Source: an optimization exercise on an open RTL-to-GDS flow (aim: small area, a short achievable clock period and few clock cycles per item). Production flows keep margins and buffers that such runs may drop. The RTL was checked by simulation tests, not by an equivalence proof against the original design.

==> flow/design.v <==
module aes_key_sched_iter #(
  parameter logic [2:0] MODES_EN = 3'b111,
  parameter int         IDX_W    = 6
) (
  input  logic             clk,
  input  logic             rst_n,
  input  logic             start,
  input  logic [1:0]       mode,
  input  logic [255:0]     key_in,
  output logic             busy,
  output logic             word_valid,
  input  logic             word_ready,
  output logic [31:0]      word_out,
  output logic [IDX_W-1:0] word_idx,
  output logic             done,
  output logic             err
);
  function automatic logic [7:0] sbox(input logic [7:0] a);
    logic U0, U1, U2, U3, U4, U5, U6, U7;
    logic T1, T2, T3, T4, T5, T6, T7, T8, T9, T10, T11, T12, T13, T14, T15, T16;
    logic T17, T18, T19, T20, T21, T22, T23, T24, T25, T26, T27;
    logic M1, M2, M3, M4, M5, M6, M7, M8, M9, M10, M11, M12, M13, M14, M15, M16;
    logic M17, M18, M19, M20, M21, M22, M23, M24, M25, M26, M27, M28, M29, M30;
    logic M31, M32, M33, M34, M35, M36, M37, M38, M39, M40, M41, M42, M43, M44;
    logic M45, M46, M47, M48, M49, M50, M51, M52, M53, M54, M55, M56, M57, M58;
    logic M59, M60, M61, M62, M63;
    logic L0, L1, L2, L3, L4, L5, L6, L7, L8, L9, L10, L11, L12, L13, L14, L15;
    logic L16, L17, L18, L19, L20, L21, L22, L23, L24, L25, L26, L27, L28, L29;
    {U0, U1, U2, U3, U4, U5, U6, U7} = a;
    T1 = U0 ^ U3;   T2 = U0 ^ U5;   T3 = U0 ^ U6;   T4 = U3 ^ U5;
    T5 = U4 ^ U6;   T6 = T1 ^ T5;   T7 = U1 ^ U2;   T8 = U7 ^ T6;
    T9 = U7 ^ T7;   T10 = T6 ^ T7;  T11 = U1 ^ U5;  T12 = U2 ^ U5;
    T13 = T3 ^ T4;  T14 = T6 ^ T11; T15 = T5 ^ T11; T16 = T5 ^ T12;
    T17 = T9 ^ T16; T18 = U3 ^ U7;  T19 = T7 ^ T18; T20 = T1 ^ T19;
    T21 = U6 ^ U7;  T22 = T7 ^ T21; T23 = T2 ^ T22; T24 = T2 ^ T10;
    T25 = T20 ^ T17; T26 = T3 ^ T16; T27 = T1 ^ T12;
    M1 = T13 & T6;  M2 = T23 & T8;  M3 = T14 ^ M1;  M4 = T19 & U7;
    M5 = M4 ^ M1;   M6 = T3 & T16;  M7 = T22 & T9;  M8 = T26 ^ M6;
    M9 = T20 & T17; M10 = M9 ^ M6;  M11 = T1 & T15; M12 = T4 & T27;
    M13 = M12 ^ M11; M14 = T2 & T10; M15 = M14 ^ M11; M16 = M3 ^ M2;
    M17 = M5 ^ T24; M18 = M8 ^ M7;  M19 = M10 ^ M15; M20 = M16 ^ M13;
    M21 = M17 ^ M15; M22 = M18 ^ M13; M23 = M19 ^ T25; M24 = M22 ^ M23;
    M25 = M22 & M20; M26 = M21 ^ M25; M27 = M20 ^ M21; M28 = M23 ^ M25;
    M29 = M28 & M27; M30 = M26 & M24; M31 = M20 & M23; M32 = M27 & M31;
    M33 = M27 ^ M25; M34 = M21 & M22; M35 = M24 & M34; M36 = M24 ^ M25;
    M37 = M21 ^ M29; M38 = M32 ^ M33; M39 = M23 ^ M30; M40 = M35 ^ M36;
    M41 = M38 ^ M40; M42 = M37 ^ M39; M43 = M37 ^ M38; M44 = M39 ^ M40;
    M45 = M42 ^ M41;
    M46 = M44 & T6;  M47 = M40 & T8;  M48 = M39 & U7;  M49 = M43 & T16;
    M50 = M38 & T9;  M51 = M37 & T17; M52 = M42 & T15; M53 = M45 & T27;
    M54 = M41 & T10; M55 = M44 & T13; M56 = M40 & T23; M57 = M39 & T19;
    M58 = M43 & T3;  M59 = M38 & T22; M60 = M37 & T20; M61 = M42 & T1;
    M62 = M45 & T4;  M63 = M41 & T2;
    L0 = M61 ^ M62;  L1 = M50 ^ M56;  L2 = M46 ^ M48;  L3 = M47 ^ M55;
    L4 = M54 ^ M58;  L5 = M49 ^ M61;  L6 = M62 ^ L5;   L7 = M46 ^ L3;
    L8 = M51 ^ M59;  L9 = M52 ^ M53;  L10 = M53 ^ L4;  L11 = M60 ^ L2;
    L12 = M48 ^ M51; L13 = M50 ^ L0;  L14 = M52 ^ M61; L15 = M55 ^ L1;
    L16 = M56 ^ L0;  L17 = M57 ^ L1;  L18 = M58 ^ L8;  L19 = M63 ^ L4;
    L20 = L0 ^ L1;   L21 = L1 ^ L7;   L22 = L3 ^ L12;  L23 = L18 ^ L2;
    L24 = L15 ^ L9;  L25 = L6 ^ L10;  L26 = L7 ^ L9;   L27 = L8 ^ L10;
    L28 = L11 ^ L14; L29 = L11 ^ L17;
    sbox = {L6 ^ L24, ~(L16 ^ L26), ~(L19 ^ L28), L6 ^ L21,
            L20 ^ L22, L25 ^ L29, ~(L13 ^ L27), ~(L6 ^ L23)};
  endfunction
  logic             busy_q, done_q, err_q;
  logic [IDX_W-1:0] idx_q;
  logic [2:0]       q_q;         
  logic [1:0]       md_q;        
  logic [7:0]       rcon_q;
  logic [7:0]       sb0_q, sb1_q, sb2_q;   
  logic [31:0]      s_q [8];
  logic             mode_ok, take, adv, last, kp;
  logic             nk4, nk6, nk8;
  logic             d3, d2, d1, rot, nrot, plain;
  logic [2:0]       q_nx;
  logic [31:0]      a_w, b_w, c_w, oldest, temp, new_word;
  logic [7:0]       sin, sout;
  always_comb begin
    case (mode)
      2'd0:    mode_ok = MODES_EN[0];
      2'd1:    mode_ok = MODES_EN[1];
      2'd2:    mode_ok = MODES_EN[2];
      default: mode_ok = 1'b0;
    endcase
  end
  assign nk4  = (md_q == 2'd0);
  assign nk6  = (md_q == 2'd1);
  assign nk8  = md_q[1];
  assign take = start && !busy_q && mode_ok;
  assign adv  = busy_q && word_ready;
  assign last = (idx_q[IDX_W-1:4] == (nk4 ? 2'b10 : nk6 ? 2'b11 : 2'b11))
             && (idx_q[3:0] == (nk4 ? 4'b1011 : nk6 ? 4'b0011 : 4'b1011));
  assign kp   = (idx_q[IDX_W-1:3] == '0) &&
                (nk4 ? (idx_q[2:0] < 3'd3) : nk6 ? (idx_q[2:0] < 3'd5) : (idx_q[2:0] < 3'd7));
  always_comb begin
    d3 = 1'b0; d2 = 1'b0; d1 = 1'b0; rot = 1'b0; nrot = 1'b0;
    case (1'b1)
      nk4: begin d3 = (q_q == 3'd0); d2 = (q_q == 3'd1); d1 = (q_q == 3'd2); rot = (q_q == 3'd3); end
      nk6: begin d3 = (q_q == 3'd2); d2 = (q_q == 3'd3); d1 = (q_q == 3'd4); rot = (q_q == 3'd5); end
      default: begin
        d3 = (q_q[1:0] == 2'd0); d2 = (q_q[1:0] == 2'd1); d1 = (q_q[1:0] == 2'd2);
        rot = (q_q == 3'd7); nrot = (q_q == 3'd3) && !kp;
      end
    endcase
    plain = !rot && !nrot && !kp;
    q_nx  = rot ? 3'd0 : q_q + 3'd1;
  end
  always_comb begin
    if (nk4)      begin a_w = s_q[4]; b_w = s_q[5]; c_w = s_q[6]; end
    else if (nk6) begin a_w = s_q[2]; b_w = s_q[3]; c_w = s_q[4]; end
    else          begin a_w = s_q[0]; b_w = s_q[1]; c_w = s_q[2]; end
    oldest = kp ? s_q[0] : a_w;
  end
  always_comb begin
    if (d3)      sin = kp ? s_q[2][31:24] : (s_q[7][31:24] ^ a_w[31:24] ^ b_w[31:24] ^ c_w[31:24]);
    else if (d2) sin = kp ? s_q[1][23:16] : (s_q[7][23:16] ^ a_w[23:16] ^ b_w[23:16]);
    else if (d1) sin = kp ? s_q[0][15:8]  : (s_q[7][15:8] ^ a_w[15:8]);
    else         sin = s_q[7][7:0];
    sout = sbox(sin);
    temp = ({32{rot}}   & {sb1_q ^ rcon_q, sb2_q, sout, sb0_q})
         | ({32{nrot}}  & {sb0_q, sb1_q, sb2_q, sout})
         | ({32{plain}} & s_q[7]);
    new_word = oldest ^ temp;
  end
  always_ff @(posedge clk) begin
    if (!rst_n) begin
      busy_q <= 1'b0;
      done_q <= 1'b0;
      err_q  <= 1'b0;
    end else begin
      done_q <= adv && last;
      err_q  <= start && !busy_q && !mode_ok;
      if (take)             busy_q <= 1'b1;
      else if (adv && last) busy_q <= 1'b0;
    end
  end
  always_ff @(posedge clk) begin
    if (take) begin
      idx_q  <= '0;
      q_q    <= 3'd0;
      md_q   <= mode;
      rcon_q <= 8'h01;
      for (int k = 0; k < 7; k++) s_q[k] <= key_in[223 - 32*k -: 32];
      s_q[7] <= key_in[255:224];
    end else if (adv) begin
      idx_q <= idx_q + 1'b1;
      q_q   <= q_nx;
      if (rot) rcon_q <= {rcon_q[6:0], 1'b0} ^ (rcon_q[7] ? 8'h1b : 8'h00);
      if (d3) sb0_q <= sout;
      if (d2) sb1_q <= sout;
      if (d1) sb2_q <= sout;
      for (int k = 0; k < 7; k++) s_q[k] <= s_q[k+1];
      s_q[7] <= new_word;
    end
  end
  assign busy       = busy_q;
  assign word_valid = busy_q;
  assign done       = done_q;
  assign err        = err_q;
  assign word_out   = s_q[7];
  assign word_idx   = idx_q;
endmodule
==> flow/run.sh <==
#!/bin/bash
# synth_recipe.tcl (not shown) runs the flow's synth.tcl, then flattens the netlist and writes it again
# the make line also repeats each setting of config.mk as NAME=value (left out here)
make -C /OpenROAD-flow-scripts/flow DESIGN_CONFIG=/design/flow/config.mk WORK_HOME=/design/flow/orfs CLKGATE_MAP_FILE= SYNTH_SCRIPT=/design/flow/synth_recipe.tcl finish
==> flow/config.mk <==
export PLATFORM = sky130hd
export DESIGN_NAME = aes_key_sched_iter
export DESIGN_NICKNAME = aes_key_sched_iter
export VERILOG_FILES = /design/flow/design.v
export SDC_FILE = /design/flow/constraint.sdc
export NUM_CORES = 4
export LEC_CHECK = 0
export CAP_MARGIN = 20
export CORE_MARGIN = 2
export CORE_UTILIZATION = 40
export SLEW_MARGIN = 20
==> flow/constraint.sdc <==
create_clock -name core_clock -period 6.0 [get_ports {clk}]
set_input_delay 1.2000 -clock core_clock [delete_from_list [all_inputs] [get_ports {clk}]]
set_output_delay 1.2000 -clock core_clock [all_outputs]
set_load 0.01 [all_outputs]
==> flow_summary.toml <==
[detailed_routing]
drt-pass1-iter-count = 6
post_drt_via_cell_ratio = 5.38
vias = 16776
drtIter0Drc = 1514
routed_wl_mm = 65.7
drc_errors = 0
wl_met2_mm = 30.9
wl_met1_mm = 28.0
wl_per_cell_um = 21.1
ant_nets = 0
dr.max_layer_used = "met5"
dr_wl_met3_mm = 4.38

[floorplan]
die_w_um = 218
die_h_um = 218
row_count = 78
core_um2 = 45300
start_util_pct = 40.4
io_pins = 304
dieArea_um2 = 47500

[layout]
syn_to_final_growth_pct = 44.3
drive_gt1_share_pct = 21.0
multi_input_area_um2 = 9750
final_nets = 2763
stdcell_area_um2 = 26400
diodes = 0
post-route-util_pct = 58.3
regArea_um2 = 8870
instances_no_fill = 3118
fillers = 3996

[hold_path]
min_to = "rcon_q[2]"
whs_path_depth = 2
hold_path_class = "register to register"
worstHoldStart = "rcon_q[1]"

[sta]
rsz0062_at_grt = "yes"
relSlewSlack_pct = 26.7
worst_slack_ns = -0.331
skew_ns = 0.0195
fin_setup_tns_ns = -4.93
post-route-min-period_ns = 6.33
fmax_mhz = 158
holdWs_ns = 0.487
fin_crit_sh_pct = 106
worstMarginPinSlew_ns = 1.10
hold_violations = 0
finalSetupViolations = 24
drv_slew = 0

[global_route]
grt_pass1_vias = 16798
grt.total_usage_pct = 27.1
grt_max_degree = 149
grt-ovfl-total = 0
grt_pass1_wl_mm = 98.6
antenna_found_initial = 2

[logic_synthesis]
synth_edf_count = 282
yosys_warnings = 2
synth.ff_latch_count = 302
synthMuxAreaShare_pct = 4.29
syn-num-nets = 2234
synthCells = 1964
synth_ff_type = "edfxtp_1"
synth_fa_ha_area_share_pct = 0.547
synthDistinctLibCells = 95
syn_avg_cell_area_um2 = 9.32
async_reset_ff_share_pct = 0
post-synth-top-count-cell = "nand2_1"
yosys.area.top_type = "edfxtp_1"
netlist_area_um2 = 18300
synthSimpleGateAreaFrac_pct = 21.1
synth.top_cell.area_share_pct = 46.3
synth-compound-area-share_pct = 12.6
synth_top_family_by_area = "simple AND/OR/NAND/NOR gates"
synth-xor-area-share_pct = 9.08
synthTopCellsByArea = "edfxtp_1 46%, nand2_1 15%, xnor2_1 4.2%, mux2i_1 3.3%, dfxtp_1 2.2%"
ys_seq_area_share_pct = 48.4
synth_common_cells = "736 x nand2_1, 282 x edfxtp_1, 98 x nor2_1, 88 x xnor2_1, 84 x clkbuf_1"

[setup_path]
r2r_slack_ns = -0.33
cp.arrival_ns = 6.60
r2r_cells = 28
startpoint_type = "register"
cp_max_fo = 5
r2r_end = "s_q[7][7]"
crit_top_cell = "buf_6"
reg2reg_from = "md_q[0]"
cp_slowest_cell = "edfxtp_1"
timing_worst_setup_path_type = "register to register"
cp_slowest_stage_delay_ns = 0.50
end_kind = "register"
crit_required_ns = 6.27

[placement]
globalplace.congestion = 0.936
post-place-ws_ns = -0.597
dp_cells = 2985
portBuffers = 303
dpl.hpwl_mm = 48.2
placed_area_um2 = 23700

[clock_tree]
path_clk_slew_ns = 0.06
root_buffer = "clkbuf_16"
htreeDepth = 2
cts_tree = "done"
clock_path_buffers = 3
clk_latency_ns = 0.56
cts_made_buffers = 37
clock_sinks = 302

[status]
status = "finished with violations"
check-failures = "negative setup slack"

[flow_run]
drv_cap = 0
## worst max-delay path, delay by kind of cell (launching register included)
| family | cells | cell delay (ns) |
|---|---|---|
| xor+xnor | 10 | 2.26 |
| compound gates | 7 | 1.52 |
| buf+inv | 7 | 0.99 |
| flops | 1 | 0.50 |
| mux | 2 | 0.47 |
| fa+ha+maj | 1 | 0.25 |
| simple gates | 1 | 0.06 |
## flip-flops by register name, indices dropped and copies added, names as in the netlist, 2 cells and up
name and count:
q_q 3, sb1_q 8, sb2_q 8, md_q 2, idx_q 6, sb0_q 8, s_q 256, rcon_q 8
## worst max-delay path by stage
| stage | from | end | slack, ns | depth (start not counted) |
|---|---|---|---|---|
| 2_1_floorplan | md_q[0] | s_q[7][7] | -0.02 | 26 |
| 3_3_place_gp | idx_q[1] | s_q[7][12] | -0.67 | 25 |
| 3_5_place_dp | md_q[0] | s_q[7][11] | -0.60 | 26 |
| 4_1_cts | md_q[0] | s_q[7][15] | -0.36 | 27 |
| 5_1_grt | md_q[0] | s_q[7][7] | -0.59 | 28 |
| 6_report | md_q[0] | s_q[7][7] | -0.33 | 28 |
## layout make-up
cell class	count	share of cell area, %
Clock buffer	50	3.77
Clock inverter	14	0.673
Inverter	37	0.564
Multi-Input combinational cell	1503	36.9
Sequential cell	302	33.6
Tap cell	600	2.84
Timing Repair Buffer	612	21.7
## placed cells by master (no fill, tap or decap), types with 12 or more instances in the layout
master           netlist  routed
buf_6                  8      30
edfxtp_1             282     282
a21oi_1               63      55
buf_12                 0      19
and3_1                15      15
a221oi_1              24      20
mux2i_1               60      51
clkbuf_1              84      12
nand3_1               19      14
o21ai_1               10      13
inv_1                 33      33
buf_4                  6     259
clkbuf_16              0      38
o211ai_1              12      12
xnor2_4                5      14
dfxtp_1               20      20
nand2_1              736     733
clkdlybuf4s50_1        0     303
xnor2_1               88      73
nor2_1                98      92
nor3_1                22      16
a222oi_1              17      17
o21ai_0               64      57
xor2_1                35      27
## timing repair
item / in CTS / in global routing
gates cloned: 2 / 0
endpoints found under the setup margin: 34 / 40
pin swaps: 53 / 55
hold buffers: 0 / 0
setup buffers: 39 / 34
gates resized for setup: 102 / 72
## cell families (layout without fill, tap and decap cells)
family | Yosys count | count (layout)
DFF | 302 | 302
adders and majority gates | 8 | 8
AOI/OAI and AO/OA | 320 | 320
buffers and inverters | 159 | 713
xor gates and xnor gates | 150 | 150
and+or+nand+nor | 950 | 950
muxes | 75 | 75
## layer usage
layer | vias to the layer above | track usage [%]
met1 | 8088 | 36.3
met5 | - | 0
li1 | 7907 | -
met3 | 136 | 4.46
met4 | 4 | 9.82
met2 | 641 | 44.0
Testbench counts, summed over its fixed seeds: cycles 27,072, words 26,552.

static timing again, ports no longer ideal:
The flow's constraints put no driver on any port. The routed layout listed below was extracted and timed again, unchanged, in two steps. Step 1 (the two cells are an assumption about what drives the block):
set clk [get_ports {clk}]
set_driving_cell -lib_cell sky130_fd_sc_hd__clkbuf_16 $clk
set_driving_cell -lib_cell sky130_fd_sc_hd__buf_2 [delete_from_list [all_inputs] $clk]
Step 2 also shifts input and output timing later by t, the mid clock arrival at the registers, as if the neighbouring blocks saw the same clock. a / b / c = no drivers / after step 1 / after step 2; a / b = the first two.
t (ns): 0.607
slack for setup (ns): -0.331 / -0.331 / -0.331
clock arrival spread, ns: 0.020 / 0.020
The setup slack of this run moves by 0.000 ns with the drivers and by 0.000 ns with both steps.
